This design comes from an exercise in tuning for small area, a short achievable clock period and few clock cycles per item on the open sky130 flow, not from production work.
Function was checked by simulation only, so behaviour that the tests miss may differ from the original.

run H:
==> flow/design.v (excerpt) <==
module hilo_unit_top (
    input  logic               clk,
    input  logic               rst,
    input  logic               op_valid,
    input  hilo_pkg::hilo_op_t op,
    input  hilo_pkg::word_t    rs_value,
    input  hilo_pkg::word_t    rt_value,
    output logic               div_busy,
    output logic               rd_valid,
    output hilo_pkg::word_t    rd_data
);
For scale: about 5000 cells after synthesis, about 100 I/O pins, ~41000 um^2 of cells after synthesis.
==> flow/config.mk <==
export PLATFORM = sky130hd
export DESIGN_NAME = hilo_unit_top
export DESIGN_NICKNAME = hilo_unit_top
export VERILOG_FILES = /design/flow/design.v
export SDC_FILE = /design/flow/constraint.sdc
export NUM_CORES = 4
export LEC_CHECK = 0
export ABC_CLOCK_PERIOD_IN_PS = 4300
export CAP_MARGIN = 20
export CORE_MARGIN = 2
export CORE_UTILIZATION = 40
export SETUP_SLACK_MARGIN = 4.5
export SLEW_MARGIN = 20
==> flow/constraint.sdc <==
create_clock -name core_clock -period 9.0 [get_ports {clk}]
set_input_delay 1.8000 -clock core_clock [delete_from_list [all_inputs] [get_ports {clk}]]
set_output_delay 1.8000 -clock core_clock [all_outputs]
set_load 0.01 [all_outputs]
run.sh (not shown) runs the stock make flow with config.mk's settings and CLKGATE_MAP_FILE= SYNTH_SCRIPT=/design/flow/synth_recipe.tcl, a recipe that flattens the netlist after the stock synthesis.
Run H: no failed stages, no open violations at the end
Testbench counts of run H, summed over its fixed seeds: cycles 6,524, items 4,660.
--- input diff run H..run F ---
diff --git a/flow/design.v b/flow/design.v
--- a/flow/design.v
+++ b/flow/design.v
@@ -1363,41 +1363,38 @@
             wblo_q  <= !(mul_q && mvhi_q);
             wbsw_q  <= mul_q && mvhi_q;
         end
     end
     always_ff @(posedge clk) begin
         if (acc_mul) begin
             mvhi_q <= (op == hilo_pkg::op_mthi);
             mvlo_q <= (op == hilo_pkg::op_mtlo);
         end
         if (acc_mul) begin
             a_q   <= {op_sgn && mcand_in[31], mcand_in};
             b_q   <= {3'd0, mplier_in};
-            j_q   <= op[2] ? 2'd0 : t_in;
-            dig_q <= dig_d;
         end else if (acc_div) begin
             a_q     <= bneg_in ? {1'b1, rt_value} : ~{1'b0, rt_value};
             cin_q   <= !bneg_in;
             b_q     <= {3'd0, rs_value};
             aneg_q  <= aneg_in;
             qneg_q  <= op_sgn && (rs_value[31] ^ rt_value[31]);
             rneg_q  <= aneg_in;
-            za_q    <= za - {5'd0, aneg_in};     
-            nzb_q   <= {zb[5], ~zb[4:0]};    
-        end else if (mul_q) begin
-            j_q   <= j_nx;
-            dig_q <= dig_d;
         end else if (setup_q) begin
             b_q   <= d3;
         end
+        j_q   <= !acc_mul ? j_nx : op[2] ? 2'd0 : t_in;
+        dig_q <= dig_d;
+        za_q  <= za - {5'd0, aneg_in};           
+        nzb_q <= {zb[5], ~zb[4:0]};              
         if (setup_q) begin
             s_q <= norm;
         end else if (step_q) begin
             s_q <= {rem_nx, s_q[29:0], qd};
         end else begin
             s_q <= s_mul;
         end
         c_q <= mul_q ? c_mul : 64'd0;
         if (setup_q) begin
             cnt_q <= steps0;
         end else if (step_q) begin
             cnt_q <= cnt_q - 5'd1;
@@ -1457,22 +1454,22 @@
         end else begin
             rd_valid_q <= head_go;
             if (acc_rd) begin
                 rq_v  <= v1 | ins;
                 rq_hi <= (hi1 & ~ins) | (ins & {3{op == hilo_pkg::op_mfhi}});
                 rq_w  <= (w1 & ~ins) | (ins & {3{eng_act}});
             end else begin
                 rq_v  <= v1;
                 rq_hi <= hi1;
                 rq_w  <= w1;
             end
         end
-        if (head_rdy) begin
-            rd_data_q <= rq_hi[0] ? hi_q : lo_q;
-        end else if (head_fwd) begin
+        if (head_fwd) begin
             rd_data_q <= rq_hi[0] ? hi_new : lo_new;
+        end else begin
+            rd_data_q <= rq_hi[0] ? hi_q : lo_q;
         end
     end
     assign rd_valid = rd_valid_q;
     assign rd_data  = rd_data_q;
-    assign div_busy = blk_rd || (busy_q && !(op[2] && op[1]));
+    assign div_busy = (op[2:1] == 2'b11) ? blk_rd : blk_md;
 endmodule
==> comparison <==
Worst setup slack delta for run F relative to run H: 15 ps lower. The lower fraction of the cycle the final worst path needs came out of run H. Changes observed in run F relative to run H: fraction of the core area covered by cells at the end of the flow -0.27 points; placement-stage cell area shrank by 3.5%. Class of the most critical setup path: register to register -> run H, primary input to output pin -> run F.
Testbench counts of run F, summed over its fixed seeds: cycles 6,524, items 4,660.

---

== v6 ==
hilo_unit_top, a different RTL version from the one above (not shown whole).
Size in the first run: roughly 4900 cells after synthesis, roughly 350 flip-flops, roughly 100 I/O pins, about 40000 um2 of cells after synthesis.
export LEC_CHECK = 0
export ABC_CLOCK_PERIOD_IN_PS = 4300
export CAP_MARGIN = 20
export CORE_MARGIN = 2
export CORE_UTILIZATION = 40
export SETUP_SLACK_MARGIN = 4.5
export SLEW_MARGIN = 20
create_clock -name core_clock -period 9.0 [get_ports {clk}]
Testbench counts of v6, summed over its fixed seeds: cycles 6,524, items 4,660.
Edits applied to the flow inputs when going from v6 to v7:
--- a/flow/design.v
+++ b/flow/design.v
@@ -1129,16 +1129,45 @@
             v4[i]         = v3[2*i+1] | v3[2*i];
             n4[4*i +: 4]  = v3[2*i+1] ? {1'b0, n3[6*i+3 +: 3]} : {1'b1, n3[6*i +: 3]};
         end
         v5 = v4[1] | v4[0];
         n5 = v4[1] ? {1'b0, n4[7:4]} : {1'b1, n4[3:0]};
     end
     assign n = v5 ? {1'b0, n5} : 6'd32;
 endmodule
+module sk_add #(
+    parameter int W = 32
+) (
+    input  logic [W-1:0] a,
+    input  logic [W-1:0] b,
+    input  logic         cin,
+    output logic [W-1:0] s
+);
+    localparam int N = W + 1;              
+    localparam int L = $clog2(N);
+    logic [N-1:0] g [L+1];
+    logic [N-1:0] p [L+1];
+    always_comb begin
+        g[0] = {a & b, cin};
+        p[0] = {a ^ b, 1'b0};
+        for (int l = 0; l < L; l++) begin
+            for (int i = 0; i < N; i++) begin
+                if (((i >> l) & 1) == 1) begin
+                    g[l+1][i] = g[l][i] | (p[l][i] & g[l][((i >> l) << l) - 1]);
+                    p[l+1][i] = p[l][i] & p[l][((i >> l) << l) - 1];
+                end else begin
+                    g[l+1][i] = g[l][i];
+                    p[l+1][i] = p[l][i];
+                end
+            end
+        end
+    end
+    assign s = (a ^ b) ^ g[L][W-1:0];
+endmodule
 `timescale 1ns/10ps
 module hilo_unit_top (
     input  logic               clk,
     input  logic               rst,
     input  logic               op_valid,
     input  hilo_pkg::hilo_op_t op,
     input  hilo_pkg::word_t    rs_value,
     input  hilo_pkg::word_t    rt_value,
@@ -1269,19 +1298,19 @@
     assign steps0 = 5'd16 - {skip4, 1'b0};
     logic [35:0] sh2;
     logic [35:0] t1;
     logic [35:0] t2;
     logic [35:0] t3;
     logic [1:0]  qd;
     logic [31:0] rem_nx;
     assign sh2 = {2'b00, s_q[63:32], s_q[31:30]};
-    assign t1  = sh2 + {{3{a_q[32]}}, a_q} + {35'd0, cin_q};
-    assign t2  = sh2 + {{2{a_q[32]}}, a_q, cin_q} + {35'd0, cin_q};
-    assign t3  = sh2 + {b_q[34], b_q[34:0]};
+    sk_add #(.W(36)) u_t1 (.a(sh2), .b({{3{a_q[32]}}, a_q}),        .cin(cin_q), .s(t1));
+    sk_add #(.W(36)) u_t2 (.a(sh2), .b({{2{a_q[32]}}, a_q, cin_q}), .cin(cin_q), .s(t2));
+    sk_add #(.W(36)) u_t3 (.a(sh2), .b({b_q[34], b_q[34:0]}),      .cin(1'b0),  .s(t3));
     always_comb begin
         if (!t3[35]) begin
             qd     = 2'd3;
             rem_nx = t3[31:0];
         end else if (!t2[35]) begin
             qd     = 2'd2;
             rem_nx = t2[31:0];
         end else if (!t1[35]) begin
@@ -1294,17 +1323,17 @@
     end
     logic [64:0] wb_x;
     logic [64:0] wb_y;
     logic [64:0] wb_sum;
     logic [31:0] wb_hi;
     logic [31:0] wb_lo;
     assign wb_x   = {s_q[63:32] ^ {32{wbrn_q}}, !wbdiv_q || wbrn_q, s_q[31:0] ^ {32{wbqn_q}}};
     assign wb_y   = {c_q[63:32], wbrn_q, c_q[31:0]};
-    assign wb_sum = wb_x + wb_y + {64'd0, wbqn_q};
+    sk_add #(.W(65)) u_wb (.a(wb_x), .b(wb_y), .cin(wbqn_q), .s(wb_sum));
     assign wb_hi  = wb_sum[64:33];
     assign wb_lo  = wb_sum[31:0];
     logic eng_act;
     logic eng_act_q;             
     assign eng_act = eng_act_q;
     always_ff @(posedge clk) begin
         if (rst) begin
             busy_q  <= 1'b0;
@@ -1367,33 +1396,30 @@
     always_ff @(posedge clk) begin
         if (acc_mul) begin
             mvhi_q <= (op == hilo_pkg::op_mthi);
             mvlo_q <= (op == hilo_pkg::op_mtlo);
         end
         if (acc_mul) begin
             a_q   <= {op_sgn && mcand_in[31], mcand_in};
             b_q   <= {3'd0, mplier_in};
-            j_q   <= op[2] ? 2'd0 : t_in;
-            dig_q <= dig_d;
         end else if (acc_div) begin
             a_q     <= bneg_in ? {1'b1, rt_value} : ~{1'b0, rt_value};
             cin_q   <= !bneg_in;
             b_q     <= {3'd0, rs_value};
             aneg_q  <= aneg_in;
             qneg_q  <= op_sgn && (rs_value[31] ^ rt_value[31]);
             rneg_q  <= aneg_in;
-            za_q    <= za - {5'd0, aneg_in};     
-            nzb_q   <= {zb[5], ~zb[4:0]};    
-        end else if (mul_q) begin
-            j_q   <= j_nx;
-            dig_q <= dig_d;
         end else if (setup_q) begin
             b_q   <= d3;
         end
+        j_q   <= !acc_mul ? j_nx : op[2] ? 2'd0 : t_in;
+        dig_q <= dig_d;
+        za_q  <= za - {5'd0, aneg_in};           
+        nzb_q <= {zb[5], ~zb[4:0]};              
         if (setup_q) begin
             s_q <= norm;
         end else if (step_q) begin
             s_q <= {rem_nx, s_q[29:0], qd};
         end else begin
             s_q <= s_mul;
         end
         c_q <= mul_q ? c_mul : 64'd0;
@@ -1461,18 +1487,18 @@
                 rq_hi <= (hi1 & ~ins) | (ins & {3{op == hilo_pkg::op_mfhi}});
                 rq_w  <= (w1 & ~ins) | (ins & {3{eng_act}});
             end else begin
                 rq_v  <= v1;
                 rq_hi <= hi1;
                 rq_w  <= w1;
             end
         end
-        if (head_rdy) begin
-            rd_data_q <= rq_hi[0] ? hi_q : lo_q;
-        end else if (head_fwd) begin
+        if (head_fwd) begin
             rd_data_q <= rq_hi[0] ? hi_new : lo_new;
+        end else begin
+            rd_data_q <= rq_hi[0] ? hi_q : lo_q;
         end
     end
     assign rd_valid = rd_valid_q;
     assign rd_data  = rd_data_q;
     assign div_busy = (op[2:1] == 2'b11) ? blk_rd : blk_md;
 endmodule
## What came out
v7 went all the way through the flow, and no timing, DRC or antenna check failed. v7 -> v6: final antenna diode count delta 0, exact match. Of the two candidates, v6 has the worse routed wire length and v7 the better one. Overflow left after global routing came out exactly the same in v7 and v6. Re share of synthesized flip-flops with an asynchronous set or reset: no difference whatsoever between v6 and v7. v6 → v7: core utilization up 0.61 points, fraction of area in registers now sits lower, count of clock-buffer cells in the layout went down. v6 ended up with wbqn_q$_DFFE_PP_ as its startpoint of the most critical setup path; v7 ended up with op[2]. Comparing v6 with v7, the effective utilization at floorplan came out essentially unchanged.
Testbench counts of v7, summed over its fixed seeds: cycles 6,524, items 4,660.

## port drivers added, routing unchanged
Ports are ideal in the flow. The routed layouts listed here were re-timed in OpenROAD. Step 1, drivers: a clkbuf_16 drives clk and a buf_2 each remaining input, both assumed. Step 2, shift: input delay + t, output delay - t, t = (earliest + latest rising clock arrival at the registers) / 2. This alone moves slack from input paths to output paths. Three values: ideal ports, drivers, drivers and shift; two values: the first two.
| run | t (ns) | setup slack, ns | latest minus earliest clock arrival (ns) |
|---|---|---|---|
| run H | 0.728 | 4.490 / 4.431 / 3.920 | 0.044 / 0.044 |
| run F | 0.694 | 4.475 / 4.444 / 3.973 | 0.038 / 0.038 |
| v6 | 0.706 | 4.534 / 4.511 / 3.982 | 0.037 / 0.037 |
| v7 | 0.674 | 4.399 / 4.332 / 3.977 | 0.035 / 0.034 |
After both steps every run listed still meets setup and hold. The setup slack of run H, which loses most, moves by -0.059 ns with the drivers and by -0.570 ns with both steps.
